Background: an optimization exercise with open tools, aiming at small area, a short achievable clock period and few clock cycles per item. Do not read the settings as production practice.
Function was not checked in any run shown here: the RTL went through the layout flow alone.
No activity file was given, so power comes from the tool's default toggle rates.

==> flow/design.v <==
`timescale 1ns / 1ps
package scit_pkg;
	localparam int NUM_SECTORS = 256;
	localparam int IDX_W       = $clog2(NUM_SECTORS);
	localparam int CNT_W       = IDX_W;
	localparam int CMD_W    = 2;
	localparam int SECTOR_W = 8;
	localparam int ID_W     = 32;
	typedef logic [CMD_W-1:0] cmd_code_t;
	localparam cmd_code_t CMD_SET   = 2'd0;
	localparam cmd_code_t CMD_QUERY = 2'd1;
	localparam cmd_code_t CMD_INIT  = 2'd2;
endpackage
`timescale 1ns / 1ps
module scit_ctrl
(
	input  logic clk,
	input  logic arst_n,
	input  logic in_valid,
	output logic in_stall,
	output logic out_valid,
	input  logic out_stall,
	output logic load
);
	logic out_valid_q;
	assign in_stall  = out_valid_q && out_stall;
	assign load      = !in_stall;
	assign out_valid = out_valid_q;
	always_ff @(posedge clk or negedge arst_n) begin
		if (!arst_n)
			out_valid_q <= 1'b0;
		else
			out_valid_q <= in_valid || in_stall;
	end
endmodule
`timescale 1ns / 1ps
module scit_dp
(
	input  logic                          clk,
	input  logic                          arst_n,
	input  logic                          accept,
	input  logic                          load,
	input  logic                          cfg_we,
	input  logic [scit_pkg::ID_W-1:0]     cfg_wdata,
	input  logic [scit_pkg::CMD_W-1:0]    command,
	input  logic [scit_pkg::SECTOR_W-1:0] sector,
	input  logic [scit_pkg::ID_W-1:0]     change_id,
	output logic [scit_pkg::ID_W-1:0]     sector_id,
	output logic                          cleared,
	output logic                          all_done,
	output logic                          bad_sector
);
	localparam int NS = scit_pkg::NUM_SECTORS;
	logic [scit_pkg::ID_W-1:0]  min_id_q;
	logic [scit_pkg::ID_W-1:0]  cur_id_q;
	logic [scit_pkg::ID_W-1:0]  last_id_q;
	logic [scit_pkg::ID_W-1:0]  cur_eff;
	logic                       upd_new_q;
	logic                       upd_init_q;
	logic                       init_go;
	logic                       pend_v_q;
	logic [NS-1:0]              raw_q;
	logic [scit_pkg::CNT_W-1:0] cnt_q;
	logic                       hit_q;
	logic                       last_q;
	logic                       upd_set_q;
	logic                       upd_clr_q;
	logic [scit_pkg::SECTOR_W-1:0] upd_sec_q;
	logic                       rd_raw;
	logic                       rd_fwd;
	logic qflag_q;
	logic cleared_q;
	logic all_done_q;
	logic is_set, is_query, is_init;
	logic newer, same, init_ok;
	logic pend_s;
	logic set_all, clr_en, hit;
	logic [15:0] dec_hi, dec_lo;
	assign last_q = hit_q ? (cnt_q == scit_pkg::CNT_W'(2)) : (cnt_q == scit_pkg::CNT_W'(1));
	assign is_set   = (command == scit_pkg::CMD_SET);
	assign is_query = (command == scit_pkg::CMD_QUERY);
	assign is_init  = (command == scit_pkg::CMD_INIT);
	assign cur_eff = upd_new_q ? last_id_q : (upd_init_q ? min_id_q : cur_id_q);
	assign newer   = (change_id > cur_eff);
	assign same    = (change_id == cur_eff);
	assign init_ok = (cur_eff <= min_id_q);
	assign init_go = accept && is_init && init_ok;
	assign rd_raw  = raw_q[sector];
	assign rd_fwd  = (upd_set_q || rd_raw) && !(upd_clr_q && (sector == upd_sec_q));
	assign pend_s  = pend_v_q && rd_fwd;
	assign set_all = accept && is_set && newer;
	assign clr_en  = accept && is_set && (newer || same);
	assign hit     = is_set && same && pend_s;
	always_comb begin
		dec_hi = '0;
		dec_lo = '0;
		dec_hi[upd_sec_q[7:4]] = upd_clr_q;
		dec_lo[upd_sec_q[3:0]] = 1'b1;
	end
	always_ff @(posedge clk) begin
		for (int i = 0; i < NS; i++)
			raw_q[i] <= (upd_set_q || raw_q[i]) && !(dec_hi[i/16] && dec_lo[i%16]);
		upd_set_q <= set_all;
		upd_clr_q <= clr_en;
		upd_sec_q <= sector;
		last_id_q <= change_id;
		if (set_all)
			cnt_q <= '1;
		else
			cnt_q <= cnt_q - scit_pkg::CNT_W'(hit_q);
		hit_q <= accept && hit;
		if (load) begin
			qflag_q    <= is_query && !pend_s;
			cleared_q  <= is_set && (newer || (same && pend_s));
			all_done_q <= hit && last_q;
		end
	end
	always_ff @(posedge clk or negedge arst_n) begin
		if (!arst_n) begin
			min_id_q <= '0;
			cur_id_q   <= '0;
			upd_new_q  <= 1'b0;
			upd_init_q <= 1'b0;
			pend_v_q   <= 1'b0;
		end else begin
			if (cfg_we)
				min_id_q <= cfg_wdata;
			cur_id_q   <= cur_eff;
			upd_new_q  <= set_all;
			upd_init_q <= init_go;
			if (set_all)
				pend_v_q <= 1'b1;
			else if (init_go)
				pend_v_q <= 1'b0;
		end
	end
	assign sector_id  = qflag_q ? cur_id_q : '0;
	assign cleared    = cleared_q;
	assign all_done   = all_done_q;
	assign bad_sector = 1'b0;
endmodule
`timescale 1ns / 1ps
module sector_change_id_tracker
(
	input  logic                          clk,
	input  logic                          arst_n,
	input  logic                          cfg_we,
	input  logic [scit_pkg::ID_W-1:0]     cfg_wdata,
	input  logic                          in_valid,
	output logic                          in_stall,
	input  logic [scit_pkg::CMD_W-1:0]    command,
	input  logic [scit_pkg::SECTOR_W-1:0] sector,
	input  logic [scit_pkg::ID_W-1:0]     change_id,
	output logic                          out_valid,
	input  logic                          out_stall,
	output logic [scit_pkg::ID_W-1:0]     sector_id,
	output logic                          cleared,
	output logic                          all_done,
	output logic                          bad_sector
);
	logic load;
	scit_ctrl u_ctrl (
		.clk       (clk),
		.arst_n    (arst_n),
		.in_valid  (in_valid),
		.in_stall  (in_stall),
		.out_valid (out_valid),
		.out_stall (out_stall),
		.load      (load)
	);
	scit_dp u_dp (
		.clk        (clk),
		.arst_n     (arst_n),
		.accept     (in_valid && load),
		.load       (load),
		.cfg_we     (cfg_we),
		.cfg_wdata  (cfg_wdata),
		.command    (command),
		.sector     (sector),
		.change_id  (change_id),
		.sector_id  (sector_id),
		.cleared    (cleared),
		.all_done   (all_done),
		.bad_sector (bad_sector)
	);
endmodule
==> flow/flow/run.sh <==
#!/bin/bash
# The standard layout (the standard.sh, standard synthesis unchanged), with
# the port buffers made from buf_2 cells instead of the delay buffers that
# buffer_ports picks by default. The full make output goes to standard.log.
set -euo pipefail
bash standard.sh "BUFFER_PORTS_ARGS=-buffer_cell sky130_fd_sc_hd__buf_2" finish > standard.log 2>&1
==> flow/standard.sh <==
#!/bin/bash
# synth_recipe.tcl (not shown) runs the flow's synth.tcl, then flattens the netlist and writes it again
# the make line also repeats each setting of config.mk as NAME=value (left out here)
make -C /OpenROAD-flow-scripts/flow DESIGN_CONFIG=/design/flow/config.mk WORK_HOME=/design/flow/orfs CLKGATE_MAP_FILE= SYNTH_SCRIPT=/design/flow/synth_recipe.tcl "${@:-finish}"
==> flow/config.mk <==
export PLATFORM = sky130hd
export DESIGN_NAME = sector_change_id_tracker
export DESIGN_NICKNAME = sector_change_id_tracker
export VERILOG_FILES = /design/flow/design.v
export SDC_FILE = /design/flow/constraint.sdc
export NUM_CORES = 4
export LEC_CHECK = 0
export CAP_MARGIN = 20
export CORE_MARGIN = 2
export CORE_UTILIZATION = 55
export SETUP_SLACK_MARGIN = 1.5
export SLEW_MARGIN = 20
export TNS_END_PERCENT = 100
==> flow/constraint.sdc <==
create_clock -name core_clock -period 4.0 [get_ports {clk}]
set_input_delay 0.8000 -clock core_clock [delete_from_list [all_inputs] [get_ports {clk}]]
set_output_delay 0.8000 -clock core_clock [all_outputs]
set_load 0.01 [all_outputs]
==> out/metrics.json, run 1 <==
{
  "finish": {
    "antenna_cells": 0,
    "fillers": 2321,
    "final_cell_area_mm2": 0.0196,
    "layout.nets": 1726,
    "area.growth.synth_to_final_pct": 19.1,
    "final_core_util_pct": 66.4,
    "drive_above_1_share_pct": 24.0,
    "layout.cells.non_filler": 1997
  },
  "worst_setup_path": {
    "critPathKind": "flip-flop to flip-flop",
    "endpoint_kind": "flip-flop",
    "crit_path_max_incr_delay_ns": 0.57,
    "worst_ep_required_time_ns": 4.28,
    "worst-r2r-cell-count": 12,
    "path_buf_inv": 1,
    "crit_slowest_cell": "sky130_fd_sc_hd__dfrtp_4",
    "r2r-start": "u_dp.upd_init_q$_DFF_PN0_",
    "timing.critical_path.from": "u_dp.upd_init_q$_DFF_PN0_",
    "cp_cell_sequence": "mux2i_1, o21a_1, ha_1, a21o_1, a21o_1, a221o_1, a221o_1, a21oi_4, a21oi_2, nor3_2, buf_4, o31ai_1",
    "timing.critical_path.arrival_ns": 3.40,
    "startpoint_type": "flip-flop",
    "critPathTopFamily": "compound AO/OA/AOI/OAI gates",
    "reg2reg_end": "u_dp.cleared_q$_DFFE_PN_",
    "critPathMaxFanout": 6,
    "rrSetupSlack_ns": 0.87
  },
  "die": {
    "core_area_mm2": 0.0296,
    "row_count": 63,
    "dieArea_mm2": 0.0314,
    "die_h_um": 177,
    "die_w_um": 177,
    "top_ports": 116,
    "start_util_pct": 55.8
  },
  "logic_synthesis": {
    "synth_compound_gate_area_share_pct": 20.9,
    "netlist_instances": 1465,
    "synth_top_cells_by_count": "sky130_fd_sc_hd__dfxtp_1, sky130_fd_sc_hd__o22a_1, sky130_fd_sc_hd__nand2_1, sky130_fd_sc_hd__clkbuf_1, sky130_fd_sc_hd__inv_1",
    "synth_area_leaders": "sky130_fd_sc_hd__dfxtp_1, sky130_fd_sc_hd__o22a_1, sky130_fd_sc_hd__dfrtp_1",
    "postSynth.asyncResetShare_pct": 18.0,
    "synthMuxAreaShare_pct": 12.0,
    "synth_simple_gate_area_share_pct": 7.64,
    "netlist.top_cell.by_area": "sky130_fd_sc_hd__dfxtp_1",
    "synth_adder_area_share_pct": 5.39,
    "yosysSeqAreaShare_pct": 48.1,
    "syn_avg_cell_area_um2": 11.3,
    "synth.lib_cells_used.distinct": 67,
    "postSynth.topFlopCell": "sky130_fd_sc_hd__dfxtp_1",
    "synth_xor_area_share_pct": 1.06,
    "synth_top_area_share_pct": 37.3,
    "yosysWarnings": 2,
    "synth_top_family_by_area": "compound AO/OA/AOI/OAI gates",
    "postSynthRegisterBits": 378,
    "netlist_area_mm2": 0.0165,
    "synth_most_common_cell": "sky130_fd_sc_hd__dfxtp_1",
    "synth_edf_count": 3,
    "synth.net_count": 1615
  },
  "run_status": {
    "outcome": "finished clean"
  },
  "global_routing": {
    "gr-usage-all-layers_pct": 26.9,
    "grt_pass1_wl_um": 66100,
    "antenna_found_initial": 0,
    "grt_max_degree": 93,
    "grt-ovfl-total": 0,
    "grt_pass1_vias": 11900
  },
  "drt": {
    "drt_first_iter_violations": 864,
    "drc_errors": 0,
    "wirelength_um": 42700,
    "antenna_violating_nets_post_route": 0,
    "wl_per_cell_um": 21.4,
    "detail_route.vias_per_cell": 6.07,
    "route.vias.total": 12100,
    "dr.pass1.iters": 5
  },
  "flow_run": {
    "cap_violations": 0
  },
  "sta": {
    "fin_skew_ns": 0.0277,
    "tns_ns": 0,
    "f_max_mhz": 320,
    "unrepaired_setup_endpoints_after_global_routing": "true",
    "finalCritPeriodShare_pct": 78.2,
    "finalSetupViolCount": 0,
    "max_slew.worst_pin.slew_ns": 0.932,
    "period_minus_slack_ns": 3.13,
    "timing_hold_violations_final": 0,
    "relSlewSlack_pct": 37.9,
    "finalMaxSlewViolations": 0
  },
  "power_and_ir_drop": {
    "p_leak_nw": 7.79,
    "power_density_mw_per_mm2": 673,
    "p_total_w": 0.0132,
    "power.ir.vdd_worst_v": 0.000339
  },
  "clock_tree": {
    "cts-buffers-inserted": 41,
    "clock_sink_count": 378,
    "worst_setup_hold_path_clk_slew_ns": 0.06,
    "clock_tree_from_tritoncts": "done",
    "cts-root-buf": "sky130_fd_sc_hd__clkbuf_16",
    "clock_tree.buffer_depth": 3,
    "clock_latency_ns": 0.55,
    "cts-htree-levels": 2
  },
  "place": {
    "placed_cells_incl_taps": 1884,
    "gp_routability_congestion": 0.829,
    "post_dp_cell_area_mm2": 0.0173,
    "number_of_buffers_added_on_ports": 114,
    "hpwl_um": 26600
  },
  "min_path": {
    "hold_path.class": "input pin to async pin"
  }
}
[metrics by stage]
stage	hold WS, ns	setup WS [ns]
floorplan	0.440	0.970
global placement	0.446	0.370
detailed placement	0.454	0.274
CTS	0.284	0.873
global route	0.305	0.773
finish	0.284	0.874
[report_power, final]
group	total, W	leakage (nW)	switching (W)	internal, W
logic	0.00366	3.70	0.00156	0.00210
clock network	0.00388	0.689	0.00155	0.00234
registers	0.00567	3.40	0.000641	0.00503
[sequential cells by signal (all words and copies together) (netlist names)]
signal              cells
u_dp.last_id_q         32
u_dp.min_id_q          32
u_dp.raw_q            256
u_dp.cur_id_q          32
u_ctrl.out_valid_q      1
u_dp.all_done_q         1
u_dp.qflag_q            1
u_dp.upd_new_q          1
u_dp.cnt_q              8
u_dp.upd_sec_q          8
u_dp.upd_clr_q          1
u_dp.upd_set_q          1
u_dp.cleared_q          1
u_dp.hit_q              1
u_dp.upd_init_q         1
u_dp.pend_v_q           1
[worst max path at each step]
stage                                 to  slack, ns  cells after the start
2_1_floorplan  u_dp.all_done_q$_DFFE_PN_       0.97                     10
6_report        u_dp.cleared_q$_DFFE_PN_       0.87                     12
3_3_place_gp   u_dp.all_done_q$_DFFE_PN_       0.37                     11
3_5_place_dp   u_dp.all_done_q$_DFFE_PN_       0.27                     11
4_1_cts         u_dp.cleared_q$_DFFE_PN_       0.87                     12
5_1_grt         u_dp.cnt_q[1]$_SDFF_PP1_       0.77                     13
[worst reg2reg max path, stage by stage, from the launching register on]
cell and delay [ns]:
sky130_fd_sc_hd__dfrtp_4 0.57, sky130_fd_sc_hd__mux2i_1 0.15, sky130_fd_sc_hd__o21a_1 0.21, sky130_fd_sc_hd__ha_1 0.31, sky130_fd_sc_hd__a21o_1 0.16, sky130_fd_sc_hd__a21o_1 0.15
sky130_fd_sc_hd__a221o_1 0.33, sky130_fd_sc_hd__a221o_1 0.39, sky130_fd_sc_hd__a21oi_4 0.22, sky130_fd_sc_hd__a21oi_2 0.06, sky130_fd_sc_hd__nor3_2 0.11, sky130_fd_sc_hd__buf_4 0.17
sky130_fd_sc_hd__o31ai_1 0.07
[final cells by class]
cell class / instances / area [um^2] / share of cell area (%)
clock buffers: 54 / 1170 / 5.98
inverters: 77 / 289 / 1.47
repair buffers: 182 / 1460 / 7.42
multi-input cells: 896 / 8050 / 41.0
clock inverters: 20 / 235 / 1.20
flip-flops and latches: 378 / 7950 / 40.5
well taps: 390 / 488 / 2.48
[per-layer routing]
layer / vias to the layer above / share of wire (%) / track usage (%)
li1: 5679 / - / -
met1: 6059 / 45 / 36.3
met2: 319 / 48 / 45.2
met3: 69 / 5.0 / 3.63
met4: 0 / 2.3 / 8.09
met5: - / 0 / 0
[cell usage in the layout, fill, tap and decap left out, types with 6 or more instances in the layout]
master,Yosys,final
sky130_fd_sc_hd__a21o_1,18,18
sky130_fd_sc_hd__dfrtp_1,68,66
sky130_fd_sc_hd__a22oi_2,1,6
sky130_fd_sc_hd__buf_2,4,109
sky130_fd_sc_hd__ha_1,71,67
sky130_fd_sc_hd__nor2_1,26,24
sky130_fd_sc_hd__and2_1,33,33
sky130_fd_sc_hd__mux2_2,13,13
sky130_fd_sc_hd__nor3_1,11,6
sky130_fd_sc_hd__dfxtp_1,307,306
sky130_fd_sc_hd__buf_6,5,10
sky130_fd_sc_hd__clkinv_2,0,8
sky130_fd_sc_hd__nor2b_1,15,13
sky130_fd_sc_hd__a21oi_1,17,14
sky130_fd_sc_hd__nand2_1,104,89
sky130_fd_sc_hd__inv_1,75,73
sky130_fd_sc_hd__buf_12,2,8
sky130_fd_sc_hd__mux4_2,35,45
sky130_fd_sc_hd__buf_16,0,7
sky130_fd_sc_hd__o21ai_0,54,43
sky130_fd_sc_hd__o21a_1,36,36
sky130_fd_sc_hd__o22a_1,256,256
sky130_fd_sc_hd__clkbuf_16,0,44
sky130_fd_sc_hd__mux4_1,22,12
sky130_fd_sc_hd__nand3_1,18,14
sky130_fd_sc_hd__xnor2_1,8,8
sky130_fd_sc_hd__nand2b_1,6,6
sky130_fd_sc_hd__nand2_2,0,15
sky130_fd_sc_hd__clkbuf_8,0,10
sky130_fd_sc_hd__xor2_1,12,12
sky130_fd_sc_hd__nand4_1,12,12
sky130_fd_sc_hd__buf_4,7,42
sky130_fd_sc_hd__mux2i_1,46,44
sky130_fd_sc_hd__o21ai_1,1,8
[what timing repair did]
action	CTS	global route
buffers inserted	18	14
setup endpoints to repair	83	215
gates resized for setup	57	63
gates cloned	4	3
hold buffers	0	0
pin swaps	19	15
[cells by family after synthesis]
group | Yosys count
other | 1
flip-flops | 378
AND/OR/NAND/NOR | 254
AO/OA/AOI/OAI | 434
adder cells (fa/ha/maj) | 71
XOR/XNOR | 20
multiplexers | 116
buffers and inverters | 191
==> inputs of run 2 (changes only) <==
--- a/flow/design.v
+++ b/flow/design.v
@@ -81,9 +81,10 @@
 	assign is_query = (command == scit_pkg::CMD_QUERY);
 	assign is_init  = (command == scit_pkg::CMD_INIT);
 	assign cur_eff = upd_new_q ? last_id_q : (upd_init_q ? min_id_q : cur_id_q);
-	assign newer   = (change_id > cur_eff);
-	assign same    = (change_id == cur_eff);
-	assign init_ok = (cur_eff <= min_id_q);
+	logic min_gt, min_eq;
+	scit_cmp u_cmp_new (.a(change_id), .b(cur_eff), .gt(newer),  .eq(same));
+	scit_cmp u_cmp_min (.a(min_id_q),  .b(cur_eff), .gt(min_gt), .eq(min_eq));
+	assign init_ok = min_gt || min_eq;
 	assign init_go = accept && is_init && init_ok;
 	assign rd_raw  = raw_q[sector];
 	assign rd_fwd  = (upd_set_q || rd_raw) && !(upd_clr_q && (sector == upd_sec_q));
@@ -139,6 +140,16 @@
 	assign all_done   = all_done_q;
 	assign bad_sector = 1'b0;
 endmodule
+module scit_cmp
+(
+	input  logic [scit_pkg::ID_W-1:0] a,
+	input  logic [scit_pkg::ID_W-1:0] b,
+	output logic                      gt,
+	output logic                      eq
+);
+	assign gt = (a > b);
+	assign eq = (a == b);
+endmodule
 `timescale 1ns / 1ps
 module sector_change_id_tracker
 (
--- a/flow/config.mk
+++ b/flow/config.mk
@@ -8,6 +8,7 @@
 export CAP_MARGIN = 20
 export CORE_MARGIN = 2
 export CORE_UTILIZATION = 55
-export SETUP_SLACK_MARGIN = 1.5
+export SETUP_SLACK_MARGIN = 1.8
 export SLEW_MARGIN = 20
-export TNS_END_PERCENT = 100
+export SYNTH_HIERARCHICAL = 1
+export TNS_END_PERCENT = 0
==> run 2 against run 1 <==
Effect of this change: clock power fell by 2%; still clean; synthesized cell count is essentially flat; synthesized area about the same; non-clock buffer count is 44 lower; die area about the same; critical endpoint is now u_dp.cleared_q$_DFFE_PP_; critical path depth is 1 lower; core utilization is 2.4 points lower; first-iteration DRC count down 14%; register-to-register slack better by 0.26 ns; largest power group unchanged; sequential power is 1% higher; final area shrank 3.6%.
==> out/metrics.json, run 2 <==
{
  "logic_synthesis": {
    "synth_top_area_share": {"value": 37.2, "unit": "%", "change": "about the same"},
    "postSynth.asyncResetShare": {"value": 18.0, "unit": "%", "change": "unchanged"},
    "synth_xor_area_share": {"value": 0.796, "unit": "%", "change": "-0.27 points"},
    "synth_adder_area_share": {"value": 5.38, "unit": "%", "change": "about the same"},
    "postSynth.topFlopCell": "sky130_fd_sc_hd__dfxtp_1",
    "synth_compound_gate_area_share": {"value": 18.4, "unit": "%", "change": "-2.4 points"},
    "synth_most_common_cell": "sky130_fd_sc_hd__dfxtp_1",
    "synth_area_leaders": "sky130_fd_sc_hd__dfxtp_1, sky130_fd_sc_hd__o22a_1, sky130_fd_sc_hd__dfrtp_1",
    "yosysSeqAreaShare": {"value": 48.1, "unit": "%", "change": "about the same"},
    "synth.lib_cells_used.distinct": {"value": 64, "change": "-4.5%"},
    "syn_avg_cell_area": {"value": 11.3, "unit": "um^2", "change": "about the same"},
    "synth_top_family_by_area": "compound AO/OA/AOI/OAI gates",
    "netlist_area": {"value": 0.0165, "unit": "mm^2", "change": "about the same"},
    "synthMuxAreaShare": {"value": 13.9, "unit": "%", "change": "+1.9 points"},
    "postSynthRegisterBits": {"value": 378, "change": "unchanged"},
    "synth_top_cells_by_count": "sky130_fd_sc_hd__dfxtp_1, sky130_fd_sc_hd__o22a_1, sky130_fd_sc_hd__nand2_1, sky130_fd_sc_hd__clkbuf_1, sky130_fd_sc_hd__inv_1",
    "synth.net_count": {"value": 1616, "change": "+0.062%"},
    "netlist.top_cell.by_area": "sky130_fd_sc_hd__dfxtp_1",
    "synth_edf_count": {"value": 3, "change": "unchanged"},
    "yosysWarnings": {"value": 8, "change": "+6"},
    "netlist_instances": {"value": 1466, "change": "+0.068%"},
    "synth_simple_gate_area_share": {"value": 8.51, "unit": "%", "change": "+0.88 points"}
  },
  "worst_setup_path": {
    "worst-r2r-cell-count": {"value": 11, "change": "-1"},
    "crit_path_max_incr_delay": {"value": 0.51, "unit": "ns", "change": "-0.06 ns"},
    "timing.critical_path.arrival": {"value": 3.21, "unit": "ns", "change": "-0.19 ns"},
    "rrSetupSlack": {"value": 1.14, "unit": "ns", "change": "+0.26 ns"},
    "worst_ep_required_time": {"value": 4.35, "unit": "ns", "change": "+0.07 ns"},
    "critPathKind": "flip-flop to flip-flop",
    "reg2reg_end": "u_dp.cleared_q$_DFFE_PP_",
    "crit_slowest_cell": "sky130_fd_sc_hd__dfrtp_4",
    "startpoint_type": "flip-flop",
    "endpoint_kind": "flip-flop",
    "critPathMaxFanout": {"value": 21, "change": "+15"},
    "cp_cell_sequence": "buf_12, mux2i_1, o21ai_1, inv_1, ha_1, and4_1, nand3_1, nor4_4, nand2_1, or2_4, o31ai_2",
    "r2r-start": "u_dp.upd_init_q$_DFF_PN0_"
  },
  "place": {
    "post_dp_cell_area": {"value": 0.0172, "unit": "mm^2", "change": "-0.33%"},
    "number_of_buffers_added_on_ports": {"value": 114, "change": "unchanged"},
    "hpwl": {"value": 25500, "unit": "um", "change": "-4.0%"},
    "preCtsSetupSlack": {"value": 0.522, "unit": "ns", "change": "+0.249 ns"},
    "gp_routability_congestion": {"value": 0.813, "change": "-2.0%"}
  },
  "clock_tree": {
    "clock_tree.buffer_depth": {"value": 3, "change": "unchanged"},
    "cts-root-buf": "sky130_fd_sc_hd__clkbuf_16",
    "clock_sink_count": {"value": 378, "change": "unchanged"},
    "cts-buffers-inserted": {"value": 42, "change": "+2.4%"},
    "worst_setup_hold_path_clk_slew": {"value": 0.06, "unit": "ns", "change": "about the same"},
    "clock_tree_from_tritoncts": "done",
    "clock_latency": {"value": 0.54, "unit": "ns", "change": "about the same"},
    "cts-htree-levels": {"value": 2, "change": "unchanged"}
  },
  "drt": {
    "drc_errors": {"value": 0, "change": "unchanged"},
    "drt_first_iter_violations": {"value": 741, "change": "-14%"},
    "route.vias.total": {"value": 11800, "change": "-2.6%"},
    "dr.pass1.iters": {"value": 5, "change": "unchanged"},
    "antenna_violating_nets_post_route": {"value": 0, "change": "unchanged"},
    "wl_per_cell": {"value": 21.1, "unit": "um", "change": "-1.4%"},
    "detail_route.vias_per_cell": {"value": 6.07, "change": "-0.11%"},
    "wirelength": {"value": 41000, "unit": "um", "change": "-3.8%"}
  },
  "die": {
    "start_util": {"value": 55.8, "unit": "%", "change": "about the same"},
    "top_ports": {"value": 116, "change": "unchanged"},
    "dieArea": {"value": 0.0314, "unit": "mm^2", "change": "about the same"},
    "die_w": {"value": 177, "unit": "um", "change": "about the same"},
    "row_count": {"value": 63, "change": "unchanged"},
    "die_h": {"value": 177, "unit": "um", "change": "about the same"},
    "core_area": {"value": 0.0296, "unit": "mm^2", "change": "unchanged"}
  },
  "sta": {
    "finalSetupViolCount": {"value": 0, "change": "unchanged"},
    "finalMaxSlewViolations": {"value": 0, "change": "unchanged"},
    "f_max": {"value": 349, "unit": "MHz", "change": "+9.2%"},
    "relSlewSlack": {"value": 27.4, "unit": "%", "change": "-10 points"},
    "finalCritPeriodShare": {"value": 71.6, "unit": "%", "change": "-6.6 points"},
    "timing_hold_violations_final": {"value": 0, "change": "unchanged"},
    "max_slew.worst_pin.slew": {"value": 1.09, "unit": "ns", "change": "+0.155 ns"},
    "fin_skew": {"value": 0.0219, "unit": "ns", "change": "-0.00582 ns"},
    "tns": {"value": 0, "unit": "ns", "change": "unchanged"},
    "unrepaired_setup_endpoints_after_global_routing": "true",
    "setup_ws": {"value": 1.14, "unit": "ns", "change": "+0.264 ns"},
    "period_minus_slack": {"value": 2.86, "unit": "ns", "change": "-0.264 ns"}
  },
  "finish": {
    "drive_above_1_share": {"value": 22.0, "unit": "%", "change": "-2.1 points"},
    "layout.nets": {"value": 1678, "change": "-2.8%"},
    "most-common-layout-cells": "sky130_fd_sc_hd__dfxtp_1, sky130_fd_sc_hd__o22a_1, sky130_fd_sc_hd__buf_2, sky130_fd_sc_hd__nand2_1, sky130_fd_sc_hd__inv_1",
    "final_core_util": {"value": 64.0, "unit": "%", "change": "-2.4 points"},
    "max_flop_register": "u_dp.raw_q",
    "final_cell_area": {"value": 0.0189, "unit": "mm^2", "change": "-3.6%"},
    "area.growth.synth_to_final_pct": 14.7,
    "mostFrequentLayoutCell": "sky130_fd_sc_hd__dfxtp_1",
    "fillers": {"value": 2429, "change": "+4.7%"},
    "largest_register_ffs": {"value": 256, "change": "unchanged"}
  },
  "global_routing": {
    "grt_pass1_vias": {"value": 11400, "change": "-4.1%"},
    "grt-ovfl-total": {"value": 0, "change": "unchanged"},
    "gr-usage-all-layers": {"value": 26.2, "unit": "%", "change": "-0.75 points"},
    "grt_max_degree": {"value": 217, "change": "+130%"},
    "antenna_found_initial": {"value": 1, "change": "+1"},
    "grt_pass1_wl": {"value": 64100, "unit": "um", "change": "-2.9%"}
  },
  "min_path": {
    "hold_path.class": "input pin to flip-flop",
    "min_delay_path_depth": 1,
    "hold_path.startpoint": "change_id[19]",
    "min_delay_worst_endpoint": "u_dp.last_id_q[19]$_DFF_P_"
  },
  "run_status": {
    "outcome": "finished clean"
  },
  "flow_run": {
    "cap_violations": {"value": 0, "change": "unchanged"}
  },
  "power_and_ir_drop": {
    "power_density": {"value": 692, "unit": "mW/mm^2", "change": "+2.9%"},
    "p_leak": {"value": 7.43, "unit": "nW", "change": "-4.6%"},
    "power.ir.vdd_worst": {"value": 0.000453, "unit": "V", "change": "+34%"}
  }
}
==> run 2: cell count changes after synthesis, moves of 8 or more <==
cell / previous run / this run
sky130_fd_sc_hd__o21a_1: 36 / 0
sky130_fd_sc_hd__mux2_2: 13 / 37
sky130_fd_sc_hd__mux2i_1: 46 / 70
sky130_fd_sc_hd__mux4_1: 22 / 0
sky130_fd_sc_hd__a21o_1: 18 / 1
sky130_fd_sc_hd__mux4_2: 35 / 52
sky130_fd_sc_hd__nand3_1: 18 / 31
sky130_fd_sc_hd__a21oi_1: 17 / 29
sky130_fd_sc_hd__o21ai_0: 54 / 44
sky130_fd_sc_hd__nor3_1: 11 / 2
sky130_fd_sc_hd__nor2_1: 26 / 18
==> run 2: critical path: cells and delay by family (launching register included) <==
family          cells  cell delay, ns
mux                 1            0.14
flops               1            0.51
buf+inv             2            0.26
compound gates      2            0.43
fa+ha+maj           1            0.27
simple gates        5            1.07
==> run 2: repair_timing <==
action                                  CTS  global route
pin swaps                                16             4
gates cloned                              0             0
endpoints found under the setup margin  302           302
setup buffers                            12             1
gates resized for setup                  33            16
hold buffers                              0             0
==> run 2: final cells by class <==
type	instances	area (um^2)	share of cell area [%]
tap	390	488	2.58
timing repair buffer	138	857	4.53
antenna	1	2.50	0.0132
clock buffer	66	1290	6.83
inverter	82	308	1.63
clock inverter	7	88.8	0.469
multi-input combinational	886	7940	42.0
sequential	378	7950	42.0
==> run 2: logic make-up (layout without fill, tap and decap cells) <==
logic type / count (synthesis) / in the layout
buffers and inverters: 202 / 293
DFF: 378 / 378
and+or+nand+nor: 258 / 258
xor gates and xnor gates: 15 / 15
other: 1 / 2
AOI/OAI and AO/OA: 382 / 382
adders and majority gates: 71 / 71
muxes: 159 / 159
==> run 2: worst max-delay path by stage <==
stage / endpoint / slack [ns] / from / depth (start not counted)
2_1_floorplan: u_dp.cleared_q$_DFFE_PP_ / 1.16 / sector[0] / 8
5_1_grt: u_dp.cleared_q$_DFFE_PP_ / 0.97 / u_dp.upd_init_q$_DFF_PN0_ / 12
4_1_cts: u_dp.cleared_q$_DFFE_PP_ / 1.11 / u_dp.upd_init_q$_DFF_PN0_ / 12
3_5_place_dp: u_dp.cleared_q$_DFFE_PP_ / 0.52 / sector[0] / 8
3_3_place_gp: u_dp.qflag_q$_DFFE_PP_ / 0.56 / sector[0] / 8
6_report: u_dp.cleared_q$_DFFE_PP_ / 1.14 / u_dp.upd_init_q$_DFF_PN0_ / 11
==> run 2: per-layer routing <==
layer | global-route usage (%) | up-vias | share of wire, % | wire length [um]
met1 | 35.3 | 5930 | 45 | 18500
li1 | - | 5533 | - | -
met4 | 7.61 | 0 | 2.5 | 1040
met5 | 0 | - | 0 | 0
met3 | 3.61 | 74 | 4.7 | 1910
met2 | 44.0 | 279 | 48 | 19500
==> run 2: report_power, final <==
| part | total, W | internal, W | switching (W) |
|---|---|---|---|
| registers | 0.00573 | 0.00507 | 0.000660 |
| clock network | 0.00382 | 0.00234 | 0.00148 |
| logic | 0.00356 | 0.00198 | 0.00159 |
==> run 2: per-stage QoR <==
step	std cells	hold WS (ns)	power [W]
after floorplan	1466	0.443	0.00830
after global placement	1861	0.449	0.00903
after detailed placement	1861	0.456	0.00914
after CTS	1946	0.385	0.0132
after global routing	1948	0.383	0.0139
final	1948	0.398	0.0131
==> run 2: Yosys stat by module, one instance, submodules excluded <==
module | copies in the design | area [um^2]
scit_ctrl | 1 | 42.5
scit_cmp | 2 | 870
sector_change_id_tracker | 1 | 6.26
scit_dp | 1 | 14700

==> re-timing with driven ports <==
The flow's constraints put no driver on any port. The routed layouts listed below were extracted and timed again, unchanged, in two steps. Step 1 sets driving cells, clkbuf_16 on the clock port and buf_2 on the other inputs (assumed; they add their load-dependent delay and slew). Step 2 moves the port delays by t, midway between the first and last clock arrival at a register: inputs arrive t later, outputs are due t later. That takes back most of the time a late clock gives input paths. Three values: ideal, step 1, step 2; two values: the first two.
run	t (ns)	slack for setup (ns)	hold WS [ns]	worst register clock-pin slew, ns
run 1	0.590	0.874 / 0.874 / 0.435	0.284 / 0.251 / 0.467	0.06 / 0.06
run 2	0.578	1.138 / 1.138 / 0.601	0.398 / 0.372 / 0.466	0.06 / 0.06
After both steps setup and hold are still met in every run listed. The setup slack of run 2, which loses most, moves by 0.000 ns with the drivers and by -0.537 ns with both steps.
